This design comes from an exercise in tuning for small area, a short achievable clock period and few clock cycles per item on the open sky130 flow, not from production work. In this exercise RTL edits were held to simulation tests only and were not proved equivalent to the original.

### design.v
package lkdv_pkg;
	localparam int unsigned LKDV_MAX_NEIGHBOURS = 8;
	localparam int unsigned CNT_W      = 4;
	localparam int unsigned COORD_W    = 16;
	localparam int unsigned SQ_W       = 32;
	localparam int unsigned ROOT_W     = 16;
	localparam int unsigned DRIVE_W    = 15;
	localparam int unsigned QUO_W      = 15;
	localparam int unsigned PROD_W     = DRIVE_W + COORD_W;
	localparam int unsigned SQRT_STEPS = 16;
	localparam int unsigned DIV_STEPS  = 15;
	typedef enum logic {
		REG_REACH = 1'b0,
		REG_DRIVE = 1'b1
	} reg_idx_t;
	typedef struct packed {
		logic                       found;
		logic signed [COORD_W-1:0]  held_x;
		logic signed [COORD_W-1:0]  held_y;
		logic [CNT_W-1:0]           held_index;
		logic [SQ_W-1:0]            held_sq;
	} frame_t;
endpackage
module lkdv_csa (
	input  logic [31:0] a,
	input  logic [31:0] b,
	input  logic [31:0] c,
	output logic [31:0] s,
	output logic [31:0] k
);
	assign s = a ^ b ^ c;
	assign k = {(a[30:0] & b[30:0]) | (a[30:0] & c[30:0]) | (b[30:0] & c[30:0]), 1'b0};
endmodule
module lkdv_arith (
	input  logic [31:0] acc_s,
	input  logic [31:0] acc_c,
	input  logic [17:0] mx,
	input  logic [17:0] my,
	input  logic [14:0] pmask,
	output logic [31:0] nxt_s,
	output logic [31:0] nxt_c
)
;
	logic [14:0] px, py;
	logic [2:0]  bx, by;
	logic [18:0] tx, ty;
	logic [31:0] o0, o1, o2, o3, o4, o5, o6, o7;
	logic [31:0] s1a, k1a, s1b, k1b;
	logic [31:0] s2a, k2a, s2b, k2b;
	logic [31:0] s3, k3;
	assign px = mx[14:0] & pmask;
	assign py = my[14:0] & pmask;
	assign bx = mx[17:15];
	assign by = my[17:15];
	assign tx = {px, 1'b0, bx};
	assign ty = {py, 1'b0, by};
	assign o0 = {acc_s[25:0], 6'd0};
	assign o1 = {acc_c[25:0], 6'd0};
	assign o2 = {13'd0, bx[0] ? tx : 19'd0};
	assign o3 = {12'd0, bx[1] ? tx : 19'd0, 1'b0};
	assign o4 = {11'd0, bx[2] ? tx : 19'd0, 2'b0};
	assign o5 = {13'd0, by[0] ? ty : 19'd0};
	assign o6 = {12'd0, by[1] ? ty : 19'd0, 1'b0};
	assign o7 = {11'd0, by[2] ? ty : 19'd0, 2'b0};
	lkdv_csa u1a (.a(o2),  .b(o3),  .c(o4),  .s(s1a), .k(k1a));
	lkdv_csa u1b (.a(o5),  .b(o6),  .c(o7),  .s(s1b), .k(k1b));
	lkdv_csa u2a (.a(s1a), .b(k1a), .c(s1b), .s(s2a), .k(k2a));
	lkdv_csa u2b (.a(k1b), .b(o0),  .c(o1),  .s(s2b), .k(k2b));
	lkdv_csa u3  (.a(s2a), .b(k2a), .c(s2b), .s(s3),  .k(k3));
	lkdv_csa u4  (.a(s3),  .b(k3),  .c(k2b), .s(nxt_s), .k(nxt_c));
endmodule
module lkdv_qualify (
	input  logic        clk,
	input  logic        arst_n,
	input  logic        in_valid,
	output logic        in_stall,
	input  logic [15:0] offset_x,
	input  logic [15:0] offset_y,
	input  logic        present,
	input  logic        frame_end,
	input  logic [15:0] reach,
	input  logic        reach_wr,
	output logic        f_valid,
	input  logic        f_take,
	output logic        f_found,
	output logic [31:0] f_sq,
	output logic [15:0] f_mx,
	output logic [15:0] f_my,
	output logic        f_sx,
	output logic        f_sy,
	output logic [2:0]  f_idx
);
	logic        busy_q, busy_n;      
	logic        res2_q, res2_n;      
	logic        chk_q, chk_n;        
	logic        r2run_q, r2run_n;    
	logic        r2pend_q, r2pend_n;  
	logic        last_q, last_n;      
	logic        done_q, done_n;      
	logic        found_q, found_n;
	logic [3:0]  cnt_q, cnt_n;
	logic        stall_q;
	logic        ldok_q;              
	logic [4:0]  pm_q;                
	logic [17:0] rx_q;
	logic [17:0] ry_q;
	logic        sx_q;
	logic        sy_q;
	logic [2:0]  idx_q;
	logic [31:0] acc_s_q;
	logic [31:0] acc_c_q;
	logic [31:0] r2_q;
	logic [31:0] nxt_s;
	logic [31:0] nxt_c;
	logic [31:0] sum;
	logic [14:0] pmask;
	logic        accept;
	logic        examine;
	logic        found;
	logic        start;
	logic        load;
	assign pmask = {{3{pm_q[4]}}, {3{pm_q[3]}}, {3{pm_q[2]}}, {3{pm_q[1]}}, {3{pm_q[0]}}};
	lkdv_arith u_sq (
		.acc_s (acc_s_q),
		.acc_c (acc_c_q),
		.mx    (rx_q),
		.my    (ry_q),
		.pmask (pmask),
		.nxt_s (nxt_s),
		.nxt_c (nxt_c)
	);
	assign sum = acc_s_q + acc_c_q;
	assign found    = found_q || (chk_q && (acc_s_q > r2_q));
	assign in_stall = stall_q;
	assign accept   = in_valid && !stall_q;
	assign examine  = !cnt_q[3] && present && !found;
	assign start    = r2pend_q && !busy_q && !res2_q && !done_q;
	assign load     = in_valid && present && ldok_q && !(chk_q && (acc_s_q > r2_q));
	assign f_valid = done_q;
	assign f_found = found_q;
	assign f_sq    = acc_s_q;
	assign f_mx    = rx_q[15:0];
	assign f_my    = ry_q[15:0];
	assign f_sx    = sx_q;
	assign f_sy    = sy_q;
	assign f_idx   = idx_q;
	always_comb begin
		busy_n   = busy_q;
		res2_n   = res2_q;
		chk_n    = 1'b0;
		r2run_n  = r2run_q;
		r2pend_n = r2pend_q || reach_wr;
		last_n   = last_q;
		done_n   = done_q;
		found_n  = found_q;
		cnt_n    = cnt_q;
		if (chk_q) begin
			found_n = found;
			if (last_q)
				done_n = 1'b1;
		end
		if (busy_q) begin
			if (pm_q[4]) begin
				busy_n = 1'b0;
				res2_n = 1'b1;
			end
		end else if (res2_q) begin
			res2_n = 1'b0;
			if (r2run_q)
				r2run_n = 1'b0;
			else
				chk_n = 1'b1;
		end else if (start) begin
			r2pend_n = reach_wr;
			r2run_n  = 1'b1;
			busy_n   = 1'b1;
		end else if (done_q) begin
			if (f_take) begin
				done_n  = 1'b0;
				found_n = 1'b0;
			end
		end else if (accept) begin
			if (!cnt_q[3])
				cnt_n = cnt_q + 4'd1;
			if (frame_end)
				cnt_n = 4'd0;
			last_n = frame_end;
			if (examine)
				busy_n = 1'b1;
			else if (frame_end)
				done_n = 1'b1;
		end
	end
	always_ff @(posedge clk or negedge arst_n) begin
		if (!arst_n) begin
			busy_q   <= 1'b0;
			res2_q   <= 1'b0;
			chk_q    <= 1'b0;
			r2run_q  <= 1'b0;
			r2pend_q <= 1'b0;
			last_q   <= 1'b0;
			done_q   <= 1'b0;
			found_q  <= 1'b0;
			cnt_q    <= 4'd0;
			stall_q  <= 1'b0;
			ldok_q   <= 1'b1;
			r2_q     <= 32'd0;
		end else begin
			busy_q   <= busy_n;
			res2_q   <= res2_n;
			chk_q    <= chk_n;
			r2run_q  <= r2run_n;
			r2pend_q <= r2pend_n;
			last_q   <= last_n;
			done_q   <= done_n;
			found_q  <= found_n;
			cnt_q    <= cnt_n;
			stall_q  <= busy_n || res2_n || done_n || r2pend_n || (chk_n && last_n);
			ldok_q   <= !(busy_n || res2_n || done_n || r2pend_n || (chk_n && last_n))
			            && !cnt_n[3] && !found_n;
			if (res2_q && r2run_q)
				r2_q <= sum;
		end
	end
	always_ff @(posedge clk) begin
		if (busy_q) begin
			acc_s_q <= nxt_s;
			acc_c_q <= nxt_c;
			rx_q    <= {rx_q[14:0], rx_q[17:15]};
			ry_q    <= {ry_q[14:0], ry_q[17:15]};
			pm_q    <= {pm_q[3:0], 1'b1};
		end else if (res2_q) begin
			acc_s_q <= sum;
		end else if (start) begin
			acc_s_q <= 32'd0;
			acc_c_q <= 32'd0;
			pm_q    <= 5'd0;
			rx_q    <= {2'd0, reach};
			ry_q    <= 18'd0;
			sx_q    <= 1'b0;
			sy_q    <= 1'b0;
		end else if (load) begin
			acc_s_q <= 32'd0;
			acc_c_q <= 32'd0;
			pm_q    <= 5'd0;
			rx_q    <= {2'd0, offset_x[15] ? 16'd0 - offset_x : offset_x};
			ry_q    <= {2'd0, offset_y[15] ? 16'd0 - offset_y : offset_y};
			sx_q    <= offset_x[15];
			sy_q    <= offset_y[15];
			idx_q   <= cnt_q[2:0];
		end
	end
endmodule
module lkdv_scale (
	input  logic        clk,
	input  logic        arst_n,
	input  logic        f_valid,
	output logic        f_take,
	input  logic        f_found,
	input  logic [31:0] f_sq,
	input  logic [15:0] f_mx,
	input  logic [15:0] f_my,
	input  logic        f_sx,
	input  logic        f_sy,
	input  logic [2:0]  f_idx,
	input  logic [14:0] gain,
	output logic        out_valid,
	input  logic        out_stall,
	output logic [15:0] drive_x,
	output logic [15:0] drive_y,
	output logic        has_signal,
	output logic [3:0]  chosen_index
);
	logic        b_run_q;
	logic        b_done_q;
	logic [3:0]  b_step_q;
	logic        b_found_q;
	logic [31:0] b_sq_q;
	logic [15:0] b_root_q;
	logic [16:0] b_rem_q;
	logic [31:0] b_px_q;
	logic [31:0] b_py_q;
	logic        b_sx_q;
	logic        b_sy_q;
	logic [2:0]  b_idx_q;
	logic        c_run_q;
	logic        c_wait_q;
	logic [3:0]  c_step_q;
	logic        c_found_q;
	logic [31:0] c_dx_q;
	logic [31:0] c_dy_q;
	logic [15:0] c_root_q;
	logic        c_sx_q;
	logic        c_sy_q;
	logic [2:0]  c_idx_q;
	logic        o_valid_q;
	logic [15:0] o_x_q;
	logic [15:0] o_y_q;
	logic        o_sig_q;
	logic [2:0]  o_idx_q;
	logic        b_free;
	logic        c_take;
	logic        c_free;
	logic        o_free;
	logic        c_last;
	logic        c_zero;
	logic        c_fin;
	logic [15:0] res_x;
	logic [15:0] res_y;
	logic [18:0] sq_t;
	logic [16:0] mx_s;
	logic [16:0] my_s;
	logic [17:0] dx_t;
	logic [17:0] dy_t;
	logic        sq0_ge;
	logic [14:0] nqx;
	logic [14:0] nqy;
	assign sq_t = {b_rem_q, b_sq_q[31:30]} - {1'b0, b_root_q, 2'b01};
	assign mx_s = {1'b0, b_px_q[31:16]} + (b_px_q[0] ? {2'b0, gain} : 17'd0);
	assign my_s = {1'b0, b_py_q[31:16]} + (b_py_q[0] ? {2'b0, gain} : 17'd0);
	assign dx_t = {c_dx_q[31:14]} - {2'b0, c_root_q};
	assign dy_t = {c_dy_q[31:14]} - {2'b0, c_root_q};
	assign sq0_ge = f_sq[31:30] != 2'd0;
	assign c_free = !c_run_q && !c_wait_q;
	assign o_free = !o_valid_q || !out_stall;
	assign c_last = c_run_q && (c_step_q == 4'd14);
	assign c_zero = c_take && !b_found_q;
	assign c_fin  = c_last || c_zero || c_wait_q;
	assign c_take = b_done_q && c_free;
	assign b_free = !b_run_q && (!b_done_q || c_take);
	assign f_take = f_valid && b_free;
	always_ff @(posedge clk or negedge arst_n) begin
		if (!arst_n) begin
			b_run_q  <= 1'b0;
			b_done_q <= 1'b0;
			b_step_q <= 4'd0;
			c_run_q  <= 1'b0;
			c_wait_q <= 1'b0;
			c_step_q <= 4'd0;
			o_valid_q <= 1'b0;
		end else begin
			if (b_run_q) begin
				b_step_q <= b_step_q + 4'd1;
				if (b_step_q == 4'd14) begin
					b_run_q  <= 1'b0;
					b_done_q <= 1'b1;
				end
			end else if (f_take) begin
				b_run_q  <= f_found;
				b_done_q <= !f_found;
				b_step_q <= 4'd0;
			end else if (c_take) begin
				b_done_q <= 1'b0;
			end
			if (c_run_q) begin
				c_step_q <= c_step_q + 4'd1;
				if (c_step_q == 4'd14)
					c_run_q <= 1'b0;
			end else if (c_take) begin
				c_run_q  <= b_found_q;
				c_step_q <= 4'd0;
			end
			if (c_fin) begin
				c_wait_q <= !o_free;
			end
			if (c_fin && o_free) begin
				o_valid_q <= 1'b1;
			end else if (!out_stall) begin
				o_valid_q <= 1'b0;
			end
		end
	end
	always_ff @(posedge clk) begin
		if (b_run_q) begin
			b_sq_q <= {b_sq_q[29:0], 2'b00};
			if (!sq_t[18]) begin
				b_rem_q  <= sq_t[16:0];
				b_root_q <= {b_root_q[14:0], 1'b1};
			end else begin
				b_rem_q  <= {b_rem_q[14:0], b_sq_q[31:30]};
				b_root_q <= {b_root_q[14:0], 1'b0};
			end
			b_px_q <= {mx_s, b_px_q[15:1]};
			b_py_q <= {my_s, b_py_q[15:1]};
		end else if (f_take) begin
			b_found_q <= f_found;
			b_sq_q    <= {f_sq[29:0], 2'b00};
			b_rem_q   <= {15'd0, sq0_ge ? f_sq[31:30] - 2'd1 : f_sq[31:30]};
			b_root_q  <= {15'd0, sq0_ge};
			b_px_q    <= {2'd0, f_mx[0] ? gain : 15'd0, f_mx[15:1]};
			b_py_q    <= {2'd0, f_my[0] ? gain : 15'd0, f_my[15:1]};
			b_sx_q    <= f_sx;
			b_sy_q    <= f_sy;
			b_idx_q   <= f_idx;
		end
		if (c_last) begin
			c_dx_q[15:0] <= res_x;
			c_dy_q[15:0] <= res_y;
		end else if (c_run_q) begin
			c_dx_q <= {dx_t[17] ? c_dx_q[30:14] : dx_t[16:0], c_dx_q[13:0], !dx_t[17]};
			c_dy_q <= {dy_t[17] ? c_dy_q[30:14] : dy_t[16:0], c_dy_q[13:0], !dy_t[17]};
		end else if (c_take) begin
			c_found_q <= b_found_q;
			c_dx_q    <= b_found_q ? b_px_q : 32'd0;
			c_dy_q    <= b_found_q ? b_py_q : 32'd0;
			c_root_q  <= b_root_q;
			c_sx_q    <= b_sx_q;
			c_sy_q    <= b_sy_q;
			c_idx_q   <= b_found_q ? b_idx_q : 3'd0;
		end
	end
	assign nqx = {1'b1, ~c_dx_q[13:0]} + 15'd1;
	assign nqy = {1'b1, ~c_dy_q[13:0]} + 15'd1;
	assign res_x = c_sx_q ? (dx_t[17] ? {nqx, 1'b0} : {1'b1, ~c_dx_q[13:0], 1'b1})
	                      : {1'b0, c_dx_q[13:0], !dx_t[17]};
	assign res_y = c_sy_q ? (dy_t[17] ? {nqy, 1'b0} : {1'b1, ~c_dy_q[13:0], 1'b1})
	                      : {1'b0, c_dy_q[13:0], !dy_t[17]};
	always_ff @(posedge clk) begin
		if (c_fin && o_free) begin
			if (c_last) begin
				o_x_q   <= res_x;
				o_y_q   <= res_y;
				o_sig_q <= 1'b1;
				o_idx_q <= c_idx_q;
			end else if (c_wait_q) begin
				o_x_q   <= c_dx_q[15:0];
				o_y_q   <= c_dy_q[15:0];
				o_sig_q <= c_found_q;
				o_idx_q <= c_idx_q;
			end else begin
				o_x_q   <= 16'd0;
				o_y_q   <= 16'd0;
				o_sig_q <= 1'b0;
				o_idx_q <= 3'd0;
			end
		end
	end
	assign out_valid    = o_valid_q;
	assign drive_x      = o_x_q;
	assign drive_y      = o_y_q;
	assign has_signal   = o_sig_q;
	assign chosen_index = {1'b0, o_idx_q};
endmodule
module link_keeping_drive_vector (
	input  logic        clk,
	input  logic        arst_n,
	input  logic        psel,
	input  logic        penable,
	input  logic        pwrite,
	input  logic [2:0]  paddr,
	input  logic [31:0] pwdata,
	output logic [31:0] prdata,
	output logic        pready,
	input  logic        in_valid,
	output logic        in_stall,
	input  logic signed [15:0] offset_x,
	input  logic signed [15:0] offset_y,
	input  logic        present,
	input  logic        frame_end,
	output logic        out_valid,
	input  logic        out_stall,
	output logic signed [15:0] drive_x,
	output logic signed [15:0] drive_y,
	output logic        has_signal,
	output logic [3:0]  chosen_index
);
	logic [15:0] reach_q;
	logic [14:0] gain_q;
	logic        wr;
	logic [15:0] rd_q;
	logic        f_valid;
	logic        f_take;
	logic        f_found;
	logic [31:0] f_sq;
	logic [15:0] f_mx;
	logic [15:0] f_my;
	logic        f_sx;
	logic        f_sy;
	logic [2:0]  f_idx;
	assign pready = 1'b1;
	assign wr     = psel && penable && pwrite;
	always_ff @(posedge clk or negedge arst_n) begin
		if (!arst_n) begin
			reach_q <= 16'd0;
			gain_q  <= 15'd0;
		end else if (wr) begin
			if (paddr[2])
				gain_q  <= pwdata[14:0];
			else
				reach_q <= pwdata[15:0];
		end
	end
	always_ff @(posedge clk) begin
		rd_q <= paddr[2] ? {1'b0, gain_q} : reach_q;
	end
	assign prdata = {16'd0, rd_q};
	lkdv_qualify u_qualify (
		.clk       (clk),
		.arst_n    (arst_n),
		.in_valid  (in_valid),
		.in_stall  (in_stall),
		.offset_x  (offset_x),
		.offset_y  (offset_y),
		.present   (present),
		.frame_end (frame_end),
		.reach     (reach_q),
		.reach_wr  (wr && !paddr[2]),
		.f_valid   (f_valid),
		.f_take    (f_take),
		.f_found   (f_found),
		.f_sq      (f_sq),
		.f_mx      (f_mx),
		.f_my      (f_my),
		.f_sx      (f_sx),
		.f_sy      (f_sy),
		.f_idx     (f_idx)
	);
	lkdv_scale u_scale (
		.clk          (clk),
		.arst_n       (arst_n),
		.f_valid      (f_valid),
		.f_take       (f_take),
		.f_found      (f_found),
		.f_sq         (f_sq),
		.f_mx         (f_mx),
		.f_my         (f_my),
		.f_sx         (f_sx),
		.f_sy         (f_sy),
		.f_idx        (f_idx),
		.gain         (gain_q),
		.out_valid    (out_valid),
		.out_stall    (out_stall),
		.drive_x      (drive_x),
		.drive_y      (drive_y),
		.has_signal   (has_signal),
		.chosen_index (chosen_index)
	);
endmodule
### run.sh
#!/bin/bash
# synth_recipe.tcl (not shown) runs the flow's synth.tcl, then flattens the netlist and writes it again
# the make line also repeats each setting of config.mk as NAME=value (left out here)
make -C /OpenROAD-flow-scripts/flow DESIGN_CONFIG=/design/flow/config.mk WORK_HOME=/design/flow/orfs CLKGATE_MAP_FILE= SYNTH_SCRIPT=/design/flow/synth_recipe.tcl finish
### config.mk
export PLATFORM = sky130hd
export DESIGN_NAME = link_keeping_drive_vector
export DESIGN_NICKNAME = link_keeping_drive_vector
export VERILOG_FILES = /design/flow/design.v
export SDC_FILE = /design/flow/constraint.sdc
export NUM_CORES = 4
export LEC_CHECK = 0
export CAP_MARGIN = 20
export CORE_MARGIN = 2
export CORE_UTILIZATION = 40
export PLACE_DENSITY = 0.6
export SLEW_MARGIN = 20
### constraint.sdc
create_clock -name core_clock -period 11.0 [get_ports {clk}]
set_input_delay 2.2000 -clock core_clock [delete_from_list [all_inputs] [get_ports {clk}]]
set_output_delay 2.2000 -clock core_clock [all_outputs]
set_load 0.01 [all_outputs]
==> impl_results.md, run 1 <==
* Outcome: timing/DRC/antenna clean
* Critical Path Sink Type: register
* Least-Margin Pin Slew at 1060 ps
* Clock Path Buffers at 3
* RSZ-0062 raised after global routing: no
* Clk pin slew, worst setup/hold paths at 60 ps
* Final setup viols at 0
* Ys async rst share at 0.193
* R2R depth at 12
* DRC viols at 0
* Initial antenna violation count at 3
* Multi-input gate area at around 15000 µm²
* Die Ht at 279 µm
* Crit path from: u_scale.b_py_q[0]$_DFFE_PP_
* Most common cell after layout, fill and taps aside: edfxtp_1
* Share of layout cells above drive strength 1 at 0.0941
* CP Max Fanout at 16
* Skew final at 29.0 ps
* Leading register cell type out of synthesis: edfxtp_1
* Total CTS buffers at 54
* Gr ovfl total at 0
* Initial Util at 0.405
* Syn avg cell area at 10.4 µm²
* Post_cts resized at 0
* Root buffer cell: clkbuf_16
* Fin Setup TNS at 0 ps
* Skew-Pair Late Insertion Delay at 630 ps
* Register bit total from synthesis at 467
* Crit Path Class: register to register
* Chip width at 279 µm
* Input/output buffers at 111
* Most frequent cells in the layout: 360 x edfxtp_1, 284 x nand2_1, 258 x inv_1
* CP arrival at 4670 ps
* WL/cell at 21.3 µm
* Hold Path Sink: u_scale.b_idx_q[1]$_DFFE_PP_
* Sink Count at 467
* Ant diodes at 0
* Distinct cells, synth at 84
* Row count at 100
* HPWL after DPL at slightly above 60 mm
* Fillers at ~7k
* EDFF count, synth at 360
* CTS Hold Bufs at 0
* RR Startpoint: u_scale.b_py_q[0]$_DFFE_PP_
* Starting DRT DRC Count at 1902
* Slew headroom at 0.274
* Max cap viols at 0
* Nets@finish at ~3.3k
* Antenna viol nets, final at 0
* Fin. Hold Viols at 0
* 1st-pass router iterations at 6
* Min-delay worst type: register to register
* Reg2reg end: u_scale.b_py_q[30]$_SDFFCE_PN0P_
* Register area share after synthesis at 0.444
* Syn Inst Count at 2890
* Post-layout minimum cycle time at 4330 ps
* Area added between synthesis and finish at 13.4%
* Std-Cell Core Area at 74600 µm²
* Maximum operating frequency at about 230 MHz
* Global-route wire length before repair at 131 mm
* Synthesis Warnings at 3
* Vias in the first global route at 22.1k
* Tcrit/Tclk final at 0.394
* Reg area at about 13000 µm²
* Largest net degree at the start of global routing at 100
* IO Pins at 148
* CP required at 11340 ps
* Nature of the critical path startpoint: register
* Vias/cell at around 5.6
* R2R Setup Slk at 6670 ps
* HP Start: u_qualify.idx_q[1]$_DFFE_PP_
* RD Place Congestion at 0.890
* Hold Crit Depth at 0
* CTS tree: done
* Synth Cell Area at 30200 µm²
* DIE AREA at 77700 µm²
* Total GRT Usage at 0.216
* Post-CTS Setup Bufs at 0
* Total number of vias at ~22k
* Final Max Tran Viols at 0
* Routed WL at 84.4 mm
* H-tree Lvls at 2
[per-stage QoR]
| step | utilization | hold WS [ps] | worst slack [ps] | cells | instance area (µm²) |
|---|---|---|---|---|---|
| 6_report | 0.459 | 423 | 6670 | 3967 | 34200 |
| 5_1_grt | 0.459 | 439 | 6430 | 3967 | 34200 |
| 4_1_cts | 0.458 | 423 | 6680 | 3964 | 34200 |
| 3_5_place_dp | 0.431 | 410 | 6060 | 3862 | 32100 |
| 3_3_place_gp | 0.431 | 407 | 6100 | 3862 | 32100 |
| 2_1_floorplan | - | 400 | 6130 | 2906 | 30300 |
[layout make-up]
class	instances	share of cell area
Multi-Input combinational cell	2034	0.446
Inverter	260	0.0286
Tap cell	969	0.0354
Clock buffer	66	0.0476
Timing Repair Buffer	135	0.0388
Sequential cell	467	0.392
Clock inverter	36	0.0121
[worst max path at each step]
stage	end	slack (ps)
after floorplan	u_qualify.acc_c_q[10]$_SDFFCE_PN0P_	6130
after global placement	u_qualify.rx_q[13]$_DFFE_PP_	6100
after detailed placement	u_qualify.rx_q[13]$_DFFE_PP_	6060
after CTS	u_scale.b_py_q[30]$_SDFFCE_PN0P_	6680
after global routing	u_scale.b_py_q[30]$_SDFFCE_PN0P_	6430
final	u_scale.b_py_q[30]$_SDFFCE_PN0P_	6670
[critical path: stages, from the launching register on]
cell and delay [ps]:
edfxtp_1 830, nand2_1 220, inv_1 120, ha_1 230, a21o_1 190, a21o_1 220
a2111oi_0 950, nor3_1 220, nand3b_1 280, and3_1 190, o31ai_1 290, nor3b_1 230
nor3_1 70
[logic make-up after synthesis]
kind of cell | Yosys count | share of synthesized area
other cells | 2 | 0.000249
mux | 148 | 0.0539
simple gates | 870 | 0.143
flops | 467 | 0.444
xor+xnor | 125 | 0.0363
buf+inv | 405 | 0.0541
compound gates | 599 | 0.130
fa+ha+maj | 274 | 0.138
[per-layer routing]
layer / GRT usage / vias to the layer above / wire [µm]
met3: 0.0254 / 142 / 4860
met2: 0.345 / 660 / 38900
met4: 0.0726 / 2 / 2710
li1: - / 10400 / -
met1: 0.304 / 11100 / 37900
met5: 0 / - / 8
[cell usage after synthesis (all sizes together), types with 10 or more instances]
cell	n	area share
xor2	57	0.017
dfrtp	89	0.074
edfxtp	360	0.36
a21o	36	0.0090
nor2b	39	0.0081
nand2b	19	0.0039
inv	260	0.032
a21oi	112	0.019
nor2	131	0.016
a31oi	13	0.0027
mux2	116	0.043
mux2i	32	0.011
and2	85	0.018
nand2	285	0.035
a22o	30	0.0087
ha	174	0.072
dfxtp	17	0.011
a2111oi	10	0.0029
o21ai	203	0.034
or3	29	0.0062
o211ai	13	0.0032
a211oi	16	0.0051
fa	100	0.066
nand4	17	0.0035
buf	39	0.0086
and3	109	0.023
nand3	66	0.011
o22ai	14	0.0029
xnor2	68	0.020
nor4	14	0.0029
o21a	30	0.0075
o31ai	25	0.0070
clkbuf	106	0.013
nor3	40	0.0066
nand3b	12	0.0030
[flip-flops by register name, indices dropped and copies added, names as in the netlist, 4 cells and up]
| register | cells |
|---|---|
| u_qualify.rx_q | 18 |
| u_scale.b_step_q | 4 |
| u_scale.c_root_q | 16 |
| u_scale.c_dx_q | 32 |
| u_scale.o_y_q | 16 |
| u_qualify.acc_c_q | 28 |
| u_scale.b_px_q | 32 |
| u_scale.b_root_q | 16 |
| gain_q | 15 |
| u_qualify.r2_q | 32 |
| u_scale.b_sq_q | 30 |
| u_scale.o_x_q | 16 |
| u_qualify.acc_s_q | 32 |
| u_scale.c_dy_q | 32 |
| u_scale.c_step_q | 4 |
| u_scale.b_rem_q | 17 |
| rd_q | 16 |
| u_qualify.pm_q | 5 |
| reach_q | 16 |
| u_qualify.cnt_q | 4 |
| u_scale.b_py_q | 32 |
| u_qualify.ry_q | 18 |
Testbench counts, summed over its fixed seeds: cycles 72,321, frames 4,096.
==> inputs of run 2 (changes only) <==
--- a/design.v
+++ b/design.v
@@ -69,6 +69,17 @@
 	lkdv_csa u3  (.a(s2a), .b(k2a), .c(s2b), .s(s3),  .k(k3));
 	lkdv_csa u4  (.a(s3),  .b(k3),  .c(k2b), .s(nxt_s), .k(nxt_c));
 endmodule
+module lkdv_mag (
+	input  logic [15:0] v,
+	output logic [15:0] m
+);
+	logic [15:0] p1, p2, p4, p8;
+	assign p1 = v;
+	assign p2 = p1 | {p1[14:0], 1'b0};
+	assign p4 = p2 | {p2[13:0], 2'b0};
+	assign p8 = p4 | {p4[11:0], 4'b0};
+	assign m = v ^ ({16{v[15]}} & {(p8[14:0] | {p8[6:0], 8'b0}), 1'b0});
+endmodule
 module lkdv_qualify (
 	input  logic        clk,
 	input  logic        arst_n,
@@ -81,6 +92,7 @@
 	input  logic [15:0] reach,
 	input  logic        reach_wr,
 	output logic        f_valid,
+	output logic        f_end,
 	input  logic        f_take,
 	output logic        f_found,
 	output logic [31:0] f_sq,
@@ -96,8 +108,9 @@
 	logic        r2run_q, r2run_n;    
 	logic        r2pend_q, r2pend_n;  
 	logic        last_q, last_n;      
-	logic        done_q, done_n;      
-	logic        found_q, found_n;
+	logic        tok_q, tok_n;        
+	logic        tokf_q, tokf_n;      
+	logic        found_q, found_n;    
 	logic [3:0]  cnt_q, cnt_n;
 	logic        stall_q;
 	logic        ldok_q;              
@@ -117,6 +130,9 @@
 	logic        accept;
 	logic        examine;
 	logic        found;
+	logic        beyond;
+	logic [15:0] mag_x;
+	logic [15:0] mag_y;
 	logic        start;
 	logic        load;
 	assign pmask = {{3{pm_q[4]}}, {3{pm_q[3]}}, {3{pm_q[2]}}, {3{pm_q[1]}}, {3{pm_q[0]}}};
@@ -130,14 +146,18 @@
 		.nxt_c (nxt_c)
 	);
 	assign sum = acc_s_q + acc_c_q;
-	assign found    = found_q || (chk_q && (acc_s_q > r2_q));
+	assign beyond   = chk_q && (acc_s_q > r2_q);
+	lkdv_mag u_mag_x (.v(offset_x), .m(mag_x));
+	lkdv_mag u_mag_y (.v(offset_y), .m(mag_y));
+	assign found    = found_q || beyond;
 	assign in_stall = stall_q;
 	assign accept   = in_valid && !stall_q;
 	assign examine  = !cnt_q[3] && present && !found;
-	assign start    = r2pend_q && !busy_q && !res2_q && !done_q;
-	assign load     = in_valid && present && ldok_q && !(chk_q && (acc_s_q > r2_q));
-	assign f_valid = done_q;
-	assign f_found = found_q;
+	assign start    = r2pend_q && !busy_q && !res2_q && !tok_q;
+	assign load     = in_valid && present && ldok_q;
+	assign f_valid = tok_q;
+	assign f_found = tokf_q;
+	assign f_end   = accept && frame_end;
 	assign f_sq    = acc_s_q;
 	assign f_mx    = rx_q[15:0];
 	assign f_my    = ry_q[15:0];
@@ -151,13 +171,21 @@
 		r2run_n  = r2run_q;
 		r2pend_n = r2pend_q || reach_wr;
 		last_n   = last_q;
-		done_n   = done_q;
+		tok_n    = tok_q && !f_take;
+		tokf_n   = tokf_q;
 		found_n  = found_q;
 		cnt_n    = cnt_q;
 		if (chk_q) begin
-			found_n = found;
+			if (beyond) begin
+				tok_n   = 1'b1;
+				tokf_n  = 1'b1;
+				found_n = 1'b1;
+			end else if (last_q) begin
+				tok_n  = 1'b1;
+				tokf_n = 1'b0;
+			end
 			if (last_q)
-				done_n = 1'b1;
+				found_n = 1'b0;
 		end
 		if (busy_q) begin
 			if (pm_q[4]) begin
@@ -174,21 +202,21 @@
 			r2pend_n = reach_wr;
 			r2run_n  = 1'b1;
 			busy_n   = 1'b1;
-		end else if (done_q) begin
-			if (f_take) begin
-				done_n  = 1'b0;
-				found_n = 1'b0;
-			end
 		end else if (accept) begin
 			if (!cnt_q[3])
 				cnt_n = cnt_q + 4'd1;
 			if (frame_end)
 				cnt_n = 4'd0;
 			last_n = frame_end;
-			if (examine)
+			if (examine) begin
 				busy_n = 1'b1;
-			else if (frame_end)
-				done_n = 1'b1;
+			end else if (frame_end) begin
+				if (!found) begin
+					tok_n  = 1'b1;
+					tokf_n = 1'b0;
+				end
+				found_n = 1'b0;
+			end
 		end
 	end
 	always_ff @(posedge clk or negedge arst_n) begin
@@ -197,14 +225,14 @@
 			res2_q   <= 1'b0;
 			chk_q    <= 1'b0;
 			r2run_q  <= 1'b0;
-			r2pend_q <= 1'b0;
+			r2pend_q <= 1'b1;    
 			last_q   <= 1'b0;
-			done_q   <= 1'b0;
+			tok_q    <= 1'b0;
+			tokf_q   <= 1'b0;
 			found_q  <= 1'b0;
 			cnt_q    <= 4'd0;
-			stall_q  <= 1'b0;
-			ldok_q   <= 1'b1;
-			r2_q     <= 32'd0;
+			stall_q  <= 1'b1;
+			ldok_q   <= 1'b0;
 		end else begin
 			busy_q   <= busy_n;
 			res2_q   <= res2_n;
@@ -212,17 +240,20 @@
 			r2run_q  <= r2run_n;
 			r2pend_q <= r2pend_n;
 			last_q   <= last_n;
-			done_q   <= done_n;
+			tok_q    <= tok_n;
+			tokf_q   <= tokf_n;
 			found_q  <= found_n;
 			cnt_q    <= cnt_n;
-			stall_q  <= busy_n || res2_n || done_n || r2pend_n || (chk_n && last_n);
-			ldok_q   <= !(busy_n || res2_n || done_n || r2pend_n || (chk_n && last_n))
+			stall_q  <= busy_n || res2_n || r2pend_n || chk_n || (tok_n && !found_n);
+			ldok_q   <= !(busy_n || res2_n || r2pend_n || chk_n || (tok_n && !found_n))
 			            && !cnt_n[3] && !found_n;
-			if (res2_q && r2run_q)
-				r2_q <= sum;
 		end
 	end
 	always_ff @(posedge clk) begin
+		if (res2_q && r2run_q)
+			r2_q <= sum;
+	end
+	always_ff @(posedge clk) begin
 		if (busy_q) begin
 			acc_s_q <= nxt_s;
 			acc_c_q <= nxt_c;
@@ -232,19 +263,19 @@
 		end else if (res2_q) begin
 			acc_s_q <= sum;
 		end else if (start) begin
-			acc_s_q <= 32'd0;
+			acc_s_q <= {31'd0, reach[15]};
 			acc_c_q <= 32'd0;
-			pm_q    <= 5'd0;
-			rx_q    <= {2'd0, reach};
+			pm_q    <= 5'd1;
+			rx_q    <= {reach[14:0], 2'd0, reach[15]};
 			ry_q    <= 18'd0;
 			sx_q    <= 1'b0;
 			sy_q    <= 1'b0;
 		end else if (load) begin
-			acc_s_q <= 32'd0;
-			acc_c_q <= 32'd0;
-			pm_q    <= 5'd0;
-			rx_q    <= {2'd0, offset_x[15] ? 16'd0 - offset_x : offset_x};
-			ry_q    <= {2'd0, offset_y[15] ? 16'd0 - offset_y : offset_y};
+			acc_s_q <= {31'd0, mag_x[15]};
+			acc_c_q <= {31'd0, mag_y[15]};
+			pm_q    <= 5'd1;
+			rx_q    <= {mag_x[14:0], 2'd0, mag_x[15]};
+			ry_q    <= {mag_y[14:0], 2'd0, mag_y[15]};
 			sx_q    <= offset_x[15];
 			sy_q    <= offset_y[15];
 			idx_q   <= cnt_q[2:0];
@@ -255,6 +286,7 @@
 	input  logic        clk,
 	input  logic        arst_n,
 	input  logic        f_valid,
+	input  logic        f_end,
 	output logic        f_take,
 	input  logic        f_found,
 	input  logic [31:0] f_sq,
@@ -294,6 +326,8 @@
 	logic        c_sy_q;
 	logic [2:0]  c_idx_q;
 	logic        o_valid_q;
+	logic [2:0]  ends_q;          
+	logic        o_load;
 	logic [15:0] o_x_q;
 	logic [15:0] o_y_q;
 	logic        o_sig_q;
@@ -308,6 +342,8 @@
 	logic [15:0] res_x;
 	logic [15:0] res_y;
 	logic [18:0] sq_t;
+	logic [16:0] mx_a;
+	logic [16:0] my_a;
 	logic [16:0] mx_s;
 	logic [16:0] my_s;
 	logic [17:0] dx_t;
@@ -316,8 +352,10 @@
 	logic [14:0] nqx;
 	logic [14:0] nqy;
 	assign sq_t = {b_rem_q, b_sq_q[31:30]} - {1'b0, b_root_q, 2'b01};
-	assign mx_s = {1'b0, b_px_q[31:16]} + (b_px_q[0] ? {2'b0, gain} : 17'd0);
-	assign my_s = {1'b0, b_py_q[31:16]} + (b_py_q[0] ? {2'b0, gain} : 17'd0);
+	assign mx_a = {1'b0, b_px_q[31:16]} + {2'b0, gain};
+	assign my_a = {1'b0, b_py_q[31:16]} + {2'b0, gain};
+	assign mx_s = b_px_q[0] ? mx_a : {1'b0, b_px_q[31:16]};
+	assign my_s = b_py_q[0] ? my_a : {1'b0, b_py_q[31:16]};
 	assign dx_t = {c_dx_q[31:14]} - {2'b0, c_root_q};
 	assign dy_t = {c_dy_q[31:14]} - {2'b0, c_root_q};
 	assign sq0_ge = f_sq[31:30] != 2'd0;
@@ -326,6 +364,7 @@
 	assign c_last = c_run_q && (c_step_q == 4'd14);
 	assign c_zero = c_take && !b_found_q;
 	assign c_fin  = c_last || c_zero || c_wait_q;
+	assign o_load = c_fin && o_free && (ends_q != 3'd0);
 	assign c_take = b_done_q && c_free;
 	assign b_free = !b_run_q && (!b_done_q || c_take);
 	assign f_take = f_valid && b_free;
@@ -338,6 +377,7 @@
 			c_wait_q <= 1'b0;
 			c_step_q <= 4'd0;
 			o_valid_q <= 1'b0;
+			ends_q    <= 3'd0;
 		end else begin
 			if (b_run_q) begin
 				b_step_q <= b_step_q + 4'd1;
@@ -361,9 +401,10 @@
 				c_step_q <= 4'd0;
 			end
 			if (c_fin) begin
-				c_wait_q <= !o_free;
+				c_wait_q <= !o_load;
 			end
-			if (c_fin && o_free) begin
+			ends_q <= ends_q + {2'd0, f_end} - {2'd0, o_load};
+			if (o_load) begin
 				o_valid_q <= 1'b1;
 			end else if (!out_stall) begin
 				o_valid_q <= 1'b0;
@@ -416,7 +457,7 @@
 	assign res_y = c_sy_q ? (dy_t[17] ? {nqy, 1'b0} : {1'b1, ~c_dy_q[13:0], 1'b1})
 	                      : {1'b0, c_dy_q[13:0], !dy_t[17]};
 	always_ff @(posedge clk) begin
-		if (c_fin && o_free) begin
+		if (o_load) begin
 			if (c_last) begin
 				o_x_q   <= res_x;
 				o_y_q   <= res_y;
@@ -469,6 +510,7 @@
 	logic        wr;
 	logic [15:0] rd_q;
 	logic        f_valid;
+	logic        f_end;
 	logic        f_take;
 	logic        f_found;
 	logic [31:0] f_sq;
@@ -506,6 +548,7 @@
 		.reach     (reach_q),
 		.reach_wr  (wr && !paddr[2]),
 		.f_valid   (f_valid),
+		.f_end     (f_end),
 		.f_take    (f_take),
 		.f_found   (f_found),
 		.f_sq      (f_sq),
@@ -519,6 +562,7 @@
 		.clk          (clk),
 		.arst_n       (arst_n),
 		.f_valid      (f_valid),
+		.f_end        (f_end),
 		.f_take       (f_take),
 		.f_found      (f_found),
 		.f_sq         (f_sq),
==> run 2 against run 1 <==
Net effect: synthesized cell count fell by 3.4%; utilization decreased by 0.34 points; clock-buffer cell count up 17.
==> impl_results.md, run 2 <==
* Total CTS buffers at 53
* Outcome: timing/DRC/antenna clean
* Most used cell, CP: or4_4
* Crit path max-delay family: simple AND/OR/NAND/NOR gates
* Starting DRT DRC Count at roughly 1.8k
* Area added between synthesis and finish at 12.7%
* CTS Hold Bufs at 0
* H-tree Lvls at 2
* M1 WL at approximately 37 mm
* CTS tree: done
* Number of buffers and inverters on the critical path at 1
* R2R Setup Slk at 6630 ps
* Ant diodes at 0
* Vias in the first global route at 21.6k
* CP Max Fanout at 5
* HPWL after DPL at approximately 60 mm
* Distinct cells, synth at 93
* Clock Path Buffers at 3
* Initial antenna violation count at 2
* Critical Path Sink Type: register
* Final Max Tran Viols at 0
* Routed WL at 83.4 mm
* Max incr delay on CP at 620 ps
* Synth area leaders: edfxtp_1 39%, ha_1 7.2%, fa_1 6.8%
* Fin Setup TNS at 0 ps
* Min-delay worst type: register to register
* Global-route wire length before repair at 129 mm
* Ys async rst share at 0.132
* Sink Count at 471
* Register bit total from synthesis at 471
* Skew final at 19.6 ps
* Fin. Hold Viols at 0
* Root buffer cell: clkbuf_16
* Tcrit/Tclk final at 0.419
* Final instance area at between 30000 and 40000 µm²
* EDFF count, synth at 392
* Max cap viols at 0
* WL/cell at 21.5 µm
* Leading register cell type out of synthesis: edfxtp_1
* Register area share after synthesis at 0.454
* Skew-Pair Late Insertion Delay at around 620 ps
* Gr ovfl total at 0
* Post-CTS Setup Bufs at 0
* Total number of vias at 21.8k
* Vias/cell at around 5.6
* 1st-pass router iterations at 5
* Clk pin slew, worst setup/hold paths at ~60 ps
* Most common cell after layout, fill and taps aside: edfxtp_1
* Max stage delay cell, worst path: or4_4
* Area leader, netlist: edfxtp_1
* CP arrival at 4960 ps
* Slew headroom at 0.277
* Share of layout cells above drive strength 1 at 0.0880
* Final hold slack at 421 ps
* Most common library cells after synthesis: 392 x edfxtp_1, 270 x inv_1, 223 x nand2_1
* Most frequent cells in the layout: 392 x edfxtp_1, 269 x inv_1, 222 x nand2_1
* Synthesis Warnings at 3
* DR WL met3 at 4.86 mm
* DIE AREA at 77500 µm²
* Final setup viols at 0
* Input/output buffers at 111
* Cell Area, Placed at between 30000 and 40000 µm²
* CP Cell Sequence: clkdlybuf4s50_1 -> or4_4 -> nor4_4 -> nand2b_2 -> or4_4 -> or4_4 -> nand2_1 -> xor2_1 -> o31ai_1
* Die Ht at 278 µm
* Crit Path Class: input port to register
* Post_cts resized at 0
* Antenna viol nets, final at 0
* Initial Util at 0.404
* Row count at 100
* CP required at 11350 ps
* Syn avg cell area at 10.8 µm²
* Synth Cell Area at 30100 µm²
* Top Layer Used: met5
* Count leader, synth: edfxtp_1
* Syn Inst Count at 2792
* Post-layout minimum cycle time at roughly 4600 ps
* Metal2 WL at 39.0 mm
* RSZ-0062 raised after global routing: no
* Nets@finish at 3215
* Maximum operating frequency at between 200 and 250 MHz
* Fillers at 6769
* Largest net degree at the start of global routing at 70
* Top cell type's share of synthesized area at 0.391
* DRC viols at 0
* Chip width at 278 µm
* Nature of the critical path startpoint: input port
* IO Pins at 148
* Std-Cell Core Area at 74400 µm²
* RD Place Congestion at 0.919
* Least-Margin Pin Slew at 1080 ps
* Total GRT Usage at 0.215
## run 2: cell count changes after synthesis, sizes merged, moves of 10 or more
cell / before / now
nand2: 285 / 223
edfxtp: 360 / 392
dfrtp: 89 / 60
a22o: 30 / 57
o21a: 30 / 9
a31oi: 13 / 29
o21ai: 203 / 188
and2: 85 / 73
and3: 109 / 98
mux2: 116 / 105
inv: 260 / 270
nand3b: 12 / 2
nand4: 17 / 27
nor3: 40 / 30
## run 2: logic make-up after synthesis
logic type | count (synthesis) | share of synthesized area
AO/OA/AOI/OAI | 593 | 0.132
other | 2 | 0.000249
XOR/XNOR | 139 | 0.0404
flip-flops | 471 | 0.454
AND/OR/NAND/NOR | 771 | 0.130
multiplexers | 136 | 0.0502
adder cells (fa/ha/maj) | 276 | 0.140
buffers and inverters | 404 | 0.0535
## run 2: layout make-up
class / count / area (µm²) / share of cell area
Multi-Input combinational cell: 1933 / 14900 / 0.441
Sequential cell: 471 / 13700 / 0.403
Clock buffer: 83 / 1630 / 0.0481
Timing Repair Buffer: 133 / 1280 / 0.0377
Tap cell: 969 / 1210 / 0.0357
Inverter: 271 / 1020 / 0.0300
Clock inverter: 17 / 169 / 0.00498
## run 2: per-stage QoR
step	cells	setup slack (ps)	utilization
after floorplan	2808	3130	-
after global placement	3776	5790	0.431
after detailed placement	3776	5760	0.431
after CTS	3876	6400	0.456
after global routing	3877	6300	0.456
final	3877	6390	0.456
## run 2: routing by layer
layer  GRT usage  vias to the layer above
li1            -                    10200
met1       0.300                    10900
met2       0.349                      680
met3      0.0303                      143
met4      0.0625                        4
met5           0                        -
## run 2: final timing paths
| path | from | end | depth (start not counted) |
|---|---|---|---|
| max | offset_y[0] | u_qualify.ry_q[17]$_DFFE_PP_ | 9 |
| min reg2reg | u_qualify.idx_q[0]$_DFFE_PP_ | u_scale.b_idx_q[0]$_DFFE_PP_ | 0 |
| min | u_qualify.idx_q[0]$_DFFE_PP_ | u_scale.b_idx_q[0]$_DFFE_PP_ | 0 |
| max in group asynchronous | arst_n | u_scale.b_run_q$_DFF_PN0_ | 2 |
| min in group asynchronous | arst_n | gain_q[7]$_DFFE_PN0P_ | 2 |
| max reg2reg | u_scale.c_root_q[1]$_DFFE_PP_ | u_scale.c_dy_q[20]$_DFFE_PP_ | 11 |
Testbench counts of run 2, summed over its fixed seeds: cycles 70,559, frames 4,096.
==> inputs of run 3 (changes only) <==
--- a/design.v
+++ b/design.v
@@ -36,32 +36,33 @@
 	input  logic [31:0] acc_c,
 	input  logic [17:0] mx,
 	input  logic [17:0] my,
+	input  logic        sx,
+	input  logic        sy,
 	input  logic [14:0] pmask,
 	output logic [31:0] nxt_s,
 	output logic [31:0] nxt_c
-)
-;
+);
 	logic [14:0] px, py;
 	logic [2:0]  bx, by;
-	logic [18:0] tx, ty;
+	logic [31:0] tx, ty;
 	logic [31:0] o0, o1, o2, o3, o4, o5, o6, o7;
 	logic [31:0] s1a, k1a, s1b, k1b;
 	logic [31:0] s2a, k2a, s2b, k2b;
 	logic [31:0] s3, k3;
-	assign px = mx[14:0] & pmask;
-	assign py = my[14:0] & pmask;
+	assign px = (mx[14:0] & pmask) | ({15{sx}} & ~pmask);
+	assign py = (my[14:0] & pmask) | ({15{sy}} & ~pmask);
 	assign bx = mx[17:15];
 	assign by = my[17:15];
-	assign tx = {px, 1'b0, bx};
-	assign ty = {py, 1'b0, by};
+	assign tx = {{13{sx}}, px, 1'b0, bx};
+	assign ty = {{13{sy}}, py, 1'b0, by};
 	assign o0 = {acc_s[25:0], 6'd0};
 	assign o1 = {acc_c[25:0], 6'd0};
-	assign o2 = {13'd0, bx[0] ? tx : 19'd0};
-	assign o3 = {12'd0, bx[1] ? tx : 19'd0, 1'b0};
-	assign o4 = {11'd0, bx[2] ? tx : 19'd0, 2'b0};
-	assign o5 = {13'd0, by[0] ? ty : 19'd0};
-	assign o6 = {12'd0, by[1] ? ty : 19'd0, 1'b0};
-	assign o7 = {11'd0, by[2] ? ty : 19'd0, 2'b0};
+	assign o2 = bx[0] ? tx : 32'd0;
+	assign o3 = bx[1] ? {tx[30:0], 1'b0} : 32'd0;
+	assign o4 = bx[2] ? {tx[29:0], 2'b0} : 32'd0;
+	assign o5 = by[0] ? ty : 32'd0;
+	assign o6 = by[1] ? {ty[30:0], 1'b0} : 32'd0;
+	assign o7 = by[2] ? {ty[29:0], 2'b0} : 32'd0;
 	lkdv_csa u1a (.a(o2),  .b(o3),  .c(o4),  .s(s1a), .k(k1a));
 	lkdv_csa u1b (.a(o5),  .b(o6),  .c(o7),  .s(s1b), .k(k1b));
 	lkdv_csa u2a (.a(s1a), .b(k1a), .c(s1b), .s(s2a), .k(k2a));
@@ -141,14 +142,16 @@
 		.acc_c (acc_c_q),
 		.mx    (rx_q),
 		.my    (ry_q),
+		.sx    (sx_q),
+		.sy    (sy_q),
 		.pmask (pmask),
 		.nxt_s (nxt_s),
 		.nxt_c (nxt_c)
 	);
 	assign sum = acc_s_q + acc_c_q;
 	assign beyond   = chk_q && (acc_s_q > r2_q);
-	lkdv_mag u_mag_x (.v(offset_x), .m(mag_x));
-	lkdv_mag u_mag_y (.v(offset_y), .m(mag_y));
+	lkdv_mag u_mag_x (.v(rx_q[15:0]), .m(mag_x));
+	lkdv_mag u_mag_y (.v(ry_q[15:0]), .m(mag_y));
 	assign found    = found_q || beyond;
 	assign in_stall = stall_q;
 	assign accept   = in_valid && !stall_q;
@@ -159,8 +162,8 @@
 	assign f_found = tokf_q;
 	assign f_end   = accept && frame_end;
 	assign f_sq    = acc_s_q;
-	assign f_mx    = rx_q[15:0];
-	assign f_my    = ry_q[15:0];
+	assign f_mx    = mag_x;
+	assign f_my    = mag_y;
 	assign f_sx    = sx_q;
 	assign f_sy    = sy_q;
 	assign f_idx   = idx_q;
@@ -271,11 +274,11 @@
 			sx_q    <= 1'b0;
 			sy_q    <= 1'b0;
 		end else if (load) begin
-			acc_s_q <= {31'd0, mag_x[15]};
-			acc_c_q <= {31'd0, mag_y[15]};
+			acc_s_q <= {31'd0, offset_x[15]};
+			acc_c_q <= {31'd0, offset_y[15]};
 			pm_q    <= 5'd1;
-			rx_q    <= {mag_x[14:0], 2'd0, mag_x[15]};
-			ry_q    <= {mag_y[14:0], 2'd0, mag_y[15]};
+			rx_q    <= {offset_x[14:0], {3{offset_x[15]}}};
+			ry_q    <= {offset_y[14:0], {3{offset_y[15]}}};
 			sx_q    <= offset_x[15];
 			sy_q    <= offset_y[15];
 			idx_q   <= cnt_q[2:0];
--- a/config.mk
+++ b/config.mk
@@ -8,5 +8,8 @@
 export CAP_MARGIN = 20
 export CORE_MARGIN = 2
 export CORE_UTILIZATION = 40
+export CTS_BUF_LIST = sky130_fd_sc_hd__clkbuf_16
+export CTS_CLUSTER_DIAMETER = 100
+export CTS_CLUSTER_SIZE = 24
 export PLACE_DENSITY = 0.6
 export SLEW_MARGIN = 20
==> run 3 against run 2 <==
Net effect: utilization fell by 1.0 points; first-iteration DRC count is 8.9% lower; register-to-register slack worse by 20 ps; design area about the same; worst hold slack improved by 23 ps; setup slack gained 220 ps; final cell count rose by 4.3%; clock skew is 9.5 ps higher; clock-buffer cell count decreased by 53; highest routed layer is now met4.
==> impl_results.md, run 3 <==
* Outcome: timing/DRC/antenna clean
* Top cell type's share of synthesized area at 0.381
* Area leader, netlist: edfxtp_1
* Root buffer cell: clkbuf_16
* Vias/cell at approximately 5.4
* Fin. Hold Viols at 0
* DIE AREA at 79400 µm²
* Synth Cell Area at 30900 µm²
* Antenna viol nets, final at 0
* Skew final at roughly 29 ps
* Global-route wire length before repair at 126 mm
* RR Startpoint: u_qualify.rx_q[16]$_DFFE_PP_
* DRC viols at 0
* Post-layout minimum cycle time at between 4000 and 5000 ps
* 1st-pass router iterations at 5
* Crit Path Class: register to register
* Final hold slack at 443 ps
* Share of layout cells above drive strength 1 at 0.0541
* Total CTS buffers at 28
* RSZ-0062 raised after global routing: no
* Vias in the first global route at 21.9k
* RD Place Congestion at 0.863
* WL/cell at 19.9 µm
* Most frequent cells in the layout: 392 x edfxtp_1, 313 x inv_1, 279 x nand2_1
* Skew-Pair Late Insertion Delay at 610 ps
* CTS tree: done
* Starting DRT DRC Count at between 1.5k and 2k
* Register area share after synthesis at 0.443
* Critical Path Sink Type: register
* CP arrival at 4760 ps
* Util after Layout at 0.445
* H-tree Lvls at 1
* Least-Margin Pin Slew at 1050 ps
* Final Max Tran Viols at 0
* Chip width at 282 µm
* Gr ovfl total at 0
* Nets@finish at approximately 3.4k
* Max cap viols at 0
* Maximum operating frequency at 228 MHz
* HPWL after DPL at approximately 60 mm
* HP Start: u_qualify.idx_q[0]$_DFFE_PP_
* Tcrit/Tclk final at 0.399
* Syn Inst Count at 2945
* IO Pins at between 100 and 150
* CP Max Fanout at 20
* Routed WL at 80.4 mm
* Total GRT Usage at 0.203
* CTS Hold Bufs at 0
* Synthesis Warnings at 3
* Syn avg cell area at 10.5 µm²
* Final setup viols at 0
* Initial antenna violation count at 1
* Reg2reg end: u_qualify.acc_s_q[30]$_DFFE_PP_
* Input/output buffers at 111
* Count leader, synth: edfxtp_1
* Std-Cell Core Area at 76200 µm²
* Min-delay worst type: register to register
* Fin Setup TNS at 0 ps
* Distinct cells, synth at 75
* Area added between synthesis and finish at 9.91%
* Hold Path Sink: u_scale.b_idx_q[0]$_DFFE_PP_
* Initial Util at 0.405
* Row count at 101
* Post_cts resized at 0
* Register bit total from synthesis at around 470
* Hold Crit Depth at 0
* Multi-input gate area at ~16000 µm²
* Leading register cell type out of synthesis: edfxtp_1
* Clk pin slew, worst setup/hold paths at 100 ps
* Most common cell after layout, fill and taps aside: edfxtp_1
* Reg area at 13700 µm²
* Most common library cells after synthesis: 392 x edfxtp_1, 308 x inv_1, 280 x nand2_1
* Sink Count at 471
* Die Ht at 282 µm
* Worst setup margin at between 6000 and 7000 ps
* Total number of vias at 21.8k
* Post-CTS Setup Bufs at 0
* Slew headroom at 0.299
* CP required at 11370 ps
* Fillers at 7173
* Clock Path Buffers at 3
* EDFF count, synth at 392
* R2R depth at 10
* Nature of the critical path startpoint: register
* Ys async rst share at 0.132
* Synth area leaders: edfxtp_1 38%, fa_1 8.4%, ha_1 6.7%
* R2R Setup Slk at 6610 ps
* Worst slack, placed at 6020 ps
* Largest net degree at the start of global routing at 87
==> run 3: changes by cell type after synthesis, sizes merged, moves of 16 or more <==
cell | before | now
inv | 270 | 308
a22o | 57 | 30
a21oi | 105 | 128
mux2 | 105 | 61
o21ai | 188 | 231
and3 | 98 | 21
mux2i | 31 | 83
nand3 | 72 | 54
fa | 102 | 129
nand2 | 223 | 280
a21o | 45 | 61
nor2b | 37 | 114
==> run 3: worst max-delay path by stage <==
stage / slack, ps / depth (start not counted) / endpoint / from
2_1_floorplan: 4300 / 8 / u_scale.ends_q[2]$_DFF_PN0_ / out_stall
3_3_place_gp: 6010 / 3 / gain_q[6]$_DFFE_PN0P_ / paddr[2]
3_5_place_dp: 6020 / 3 / gain_q[3]$_DFFE_PN0P_ / paddr[2]
4_1_cts: 6550 / 10 / u_qualify.acc_s_q[30]$_DFFE_PP_ / u_qualify.rx_q[16]$_DFFE_PP_
5_1_grt: 6320 / 10 / u_qualify.acc_s_q[30]$_DFFE_PP_ / u_qualify.rx_q[16]$_DFFE_PP_
6_report: 6610 / 10 / u_qualify.acc_s_q[30]$_DFFE_PP_ / u_qualify.rx_q[16]$_DFFE_PP_
==> run 3: worst max-delay path: stages (launching register included) <==
cell and delay (ps):
edfxtp_1 750, nand2_1 220, fa_1 610, inv_1 80
fa_1 650, inv_1 310, fa_1 610, inv_1 50
fa_1 470, and2_1 180, a31o_2 210
==> run 3: cells by family after synthesis <==
logic type                 synth area share
adders and majority gates             0.150
other                              0.000243
DFF                                   0.443
muxes                                0.0492
AOI/OAI and AO/OA                     0.127
xor gates and xnor gates             0.0425
buffers and inverters                0.0573
and+or+nand+nor                       0.130
==> run 3: metrics by stage <==
step | area [µm²] | instances
global placement | 33000 | 3988
global route | 33900 | 4042
CTS | 33900 | 4040
floorplan | 30900 | 2961
finish | 33900 | 4042
detailed placement | 33000 | 3988
==> run 3: area by class of cell <==
cell class	instances	area share
diodes	1	0.0000737
repair buffers	138	0.0392
clock inverters	22	0.00564
inverters	309	0.0342
multi-input cells	2041	0.458
well taps	1030	0.0380
clock buffers	30	0.0221
flip-flops and latches	471	0.403
==> run 3: routing by layer <==
metal / GRT usage / up-vias / share of wire
met4: 0.0447 / 0 / 0.021
met2: 0.339 / 554 / 0.48
met1: 0.285 / 10800 / 0.45
met5: 0 / - / 0
met3: 0.0198 / 69 / 0.049
li1: - / 10400 / -
Testbench counts of run 3, summed over its fixed seeds: cycles 70,559, frames 4,096.
==> inputs of run 4 (changes only) <==
--- a/design.v
+++ b/design.v
@@ -510,7 +510,8 @@
 );
 	logic [15:0] reach_q;
 	logic [14:0] gain_q;
-	logic        wr;
+	logic        wr_reach_q;
+	logic        wr_gain_q;
 	logic [15:0] rd_q;
 	logic        f_valid;
 	logic        f_end;
@@ -523,16 +524,19 @@
 	logic        f_sy;
 	logic [2:0]  f_idx;
 	assign pready = 1'b1;
-	assign wr     = psel && penable && pwrite;
 	always_ff @(posedge clk or negedge arst_n) begin
 		if (!arst_n) begin
-			reach_q <= 16'd0;
-			gain_q  <= 15'd0;
-		end else if (wr) begin
-			if (paddr[2])
-				gain_q  <= pwdata[14:0];
-			else
+			wr_reach_q <= 1'b0;
+			wr_gain_q  <= 1'b0;
+			reach_q    <= 16'd0;
+			gain_q     <= 15'd0;
+		end else begin
+			wr_reach_q <= psel && !penable && pwrite && !paddr[2];
+			wr_gain_q  <= psel && !penable && pwrite && paddr[2];
+			if (wr_reach_q)
 				reach_q <= pwdata[15:0];
+			if (wr_gain_q)
+				gain_q  <= pwdata[14:0];
 		end
 	end
 	always_ff @(posedge clk) begin
@@ -549,7 +553,7 @@
 		.present   (present),
 		.frame_end (frame_end),
 		.reach     (reach_q),
-		.reach_wr  (wr && !paddr[2]),
+		.reach_wr  (wr_reach_q),
 		.f_valid   (f_valid),
 		.f_end     (f_end),
 		.f_take    (f_take),
==> run 4 against run 3 <==
Net effect: global-route usage down 0.32 points; sequential share of layout area down 0.42 points; area after synthesis rose by 1.6%; largest cell class unchanged.
==> impl_results.md, run 4 <==
* Placed insts at 4023
* Ys async rst share at 0.135
* HP Start: u_qualify.idx_q[2]$_DFFE_PP_
* Skew final at 33.8 ps
* CP required at between 10000 and 15000 ps
* CP Cell Sequence: nand2_1 -> fa_1 -> inv_1 -> fa_1 -> inv_1 -> fa_1 -> inv_1 -> fa_1 -> and2_1 -> a31o_2
* Share of layout cells above drive strength 1 at 0.0656
* Multi-input gate area at 16000 µm²
* RD Place Congestion at just under 0.9
* Final setup viols at 0
* Least-Margin Pin Slew at 1070 ps
* Post_cts resized at 0
* Most frequent cells in the layout: 392 x edfxtp_1, 306 x inv_1, 281 x nand2_1
* Gr ovfl total at 0
* Routed WL at 81.5 mm
* Synth area leaders: edfxtp_1 38%, fa_1 8.2%, ha_1 6.6%
* Min-delay worst type: register to register
* Skew-Pair Late Insertion Delay at 620 ps
* DIE AREA at between 80000 and 90000 µm²
* Fin Setup TNS at 0 ps
* Syn Inst Count at 2978
* Vias in the first global route at 22.2k
* Total CTS buffers at 28
* CP Max Fanout at 33
* Max incr delay on CP at about 1100 ps
* Reg area at ~14000 µm²
* Chip width at 284 µm
* WL/cell at between 15 and 20 µm
* Starting DRT DRC Count at 1825
* Post-layout minimum cycle time at between 4000 and 5000 ps
* Distinct cells, synth at 84
* Tcrit/Tclk final at 0.440
* Max stage delay cell, worst path: edfxtp_1
* Final instance area at 34400 µm²
* Most common library cells after synthesis: 392 x edfxtp_1, 301 x inv_1, 282 x nand2_1
* Global-route wire length before repair at 128 mm
* Non-Filler Instances at 4075
* Max cap viols at 0
* Sink Count at 473
* Most used cell, CP: fa_1
* Maximum operating frequency at 207 MHz
* Outcome: timing/DRC/antenna clean
* Input/output buffers at 111
* Initial antenna violation count at 2
* Most common cell after layout, fill and taps aside: edfxtp_1
* EDFF count, synth at 392
* Std-Cell Core Area at 77600 µm²
* Total number of vias at 22.1k
* Register bit total from synthesis at approximately 470
* Top cell type's share of synthesized area at 0.375
* Crit path from: u_qualify.rx_q[15]$_DFFE_PP_
* Area leader, netlist: edfxtp_1
* HPWL after DPL at 61.7 mm
* Register area share after synthesis at 0.437
* CTS Hold Bufs at 0
* CP arrival at 5200 ps
* Fillers at 7353
* RR Startpoint: u_qualify.rx_q[15]$_DFFE_PP_
* DRC viols at 0
* Area added between synthesis and finish at 9.76%
* Nature of the critical path startpoint: register
* Critical Path Sink Type: register
* Leading register cell type out of synthesis: edfxtp_1
* Nets@finish at 3383
* Initial Util at 0.404
* Row count at 102
* Total GRT Usage at 0.199
* Post-CTS Setup Bufs at 0
* CTS tree: done
* Crit Path Class: register to register
* Clock Path Buffers at 3
* 1st-pass router iterations at 6
* Slew headroom at 0.286
* Synth Cell Area at 31400 µm²
* RSZ-0062 raised after global routing: no
* H-tree Lvls at 1
* Largest net degree at the start of global routing at 99
* Syn avg cell area at roughly 11 µm²
* Root buffer cell: clkbuf_16
* Ant diodes at 0
* Count leader, synth: edfxtp_1
* Antenna viol nets, final at 0
* Fin. Hold Viols at 0
* Clk pin slew, worst setup/hold paths at 100 ps
* Final Max Tran Viols at 0
* Vias/cell at 5.41
* Die Ht at 284 µm
* Synthesis Warnings at 3
* Number of buffers and inverters on the critical path at 3
* Crit path max-delay family: adder cells
* IO Pins at 148
* Cell Area, Placed at ~33000 µm²
-- run 4: changes by cell type after synthesis, sizes merged, moves of 18 or more --
cell | previous run | this run
a22o | 30 | 67
and2 | 73 | 95
mux2 | 61 | 93
mux2i | 83 | 59
nor3 | 29 | 47
o21ai | 231 | 188
-- run 4: stage by stage --
stage                      util  hold slack (ps)  setup WS [ps]
after CTS                 0.444              427           6180
after global placement    0.431              412           6020
after floorplan               -              400           3290
final                     0.444              426           6170
after detailed placement  0.431              405           6260
after global routing      0.444              447           5900
-- run 4: cell families (layout without fill, tap and decap cells) --
family	after synthesis	after routing	share of synthesized area
DFF	473	473	0.437
adders and majority gates	294	294	0.148
buffers and inverters	449	490	0.0566
other	2	18	0.000239
and+or+nand+nor	842	842	0.133
AOI/OAI and AO/OA	617	617	0.130
xor gates and xnor gates	149	149	0.0416
muxes	152	152	0.0531
-- run 4: final timing paths --
kind / end / slack [ps] / depth (start not counted)
min in group asynchronous: gain_q[11]$_DFFE_PN0P_ / 1440 / 1
max reg2reg: u_qualify.acc_s_q[30]$_DFFE_PP_ / 6170 / 10
min reg2reg: u_scale.b_idx_q[2]$_DFFE_PP_ / 430 / 0
min: u_scale.b_idx_q[2]$_DFFE_PP_ / 430 / 0
max: u_qualify.acc_s_q[30]$_DFFE_PP_ / 6170 / 10
max in group asynchronous: u_qualify.busy_q$_DFF_PN0_ / 8490 / 2
-- run 4: layer usage --
metal  track usage  share of wire
met5             0              0
met4        0.0507          0.023
met2         0.335           0.48
met1         0.276           0.45
met3        0.0203          0.048
-- run 4: cell type report --
cell class                 count  share of cell area
multi-input combinational   2072               0.465
sequential                   473               0.399
timing repair buffer         136              0.0382
tap                         1040              0.0378
inverter                     302              0.0329
clock buffer                  31              0.0225
clock inverter                21             0.00483
Testbench counts of run 4, summed over its fixed seeds: cycles 70,559, frames 4,096.

==> static timing again, ports no longer ideal <==
No port has a modelled driver above. Below, the same layouts with a new extraction and two added sets of constraints. Step 1 (the two cells are an assumption about what drives the block):
set clk [get_ports {clk}]
set_driving_cell -lib_cell sky130_fd_sc_hd__clkbuf_16 $clk
set_driving_cell -lib_cell sky130_fd_sc_hd__buf_2 [delete_from_list [all_inputs] $clk]
Step 2 also shifts input and output timing later by t, the mid clock arrival at the registers, as if the neighbouring blocks saw the same clock. Slacks: ideal ports / drivers / drivers and shift; pairs: ideal ports / drivers.
run	t (ns)	setup WS [ns]	worst setup path after step 2	worst register clock-pin slew, ns	worst data-port slew with drivers (ns)
run 1	0.683	6.669 / 6.669 / 6.047	input to register	0.07 / 0.07	0.09
run 2	0.677	6.389 / 6.373 / 5.697	input to register	0.07 / 0.07	0.11
run 3	0.657	6.610 / 6.610 / 6.029	input to register	0.11 / 0.11	0.08
run 4	0.671	6.165 / 6.165 / 6.165	register to register	0.11 / 0.11	0.05
After both steps setup and hold are still met in every run listed. The setup slack of run 2, which loses most, moves by -0.016 ns with the drivers and by -0.692 ns with both steps.
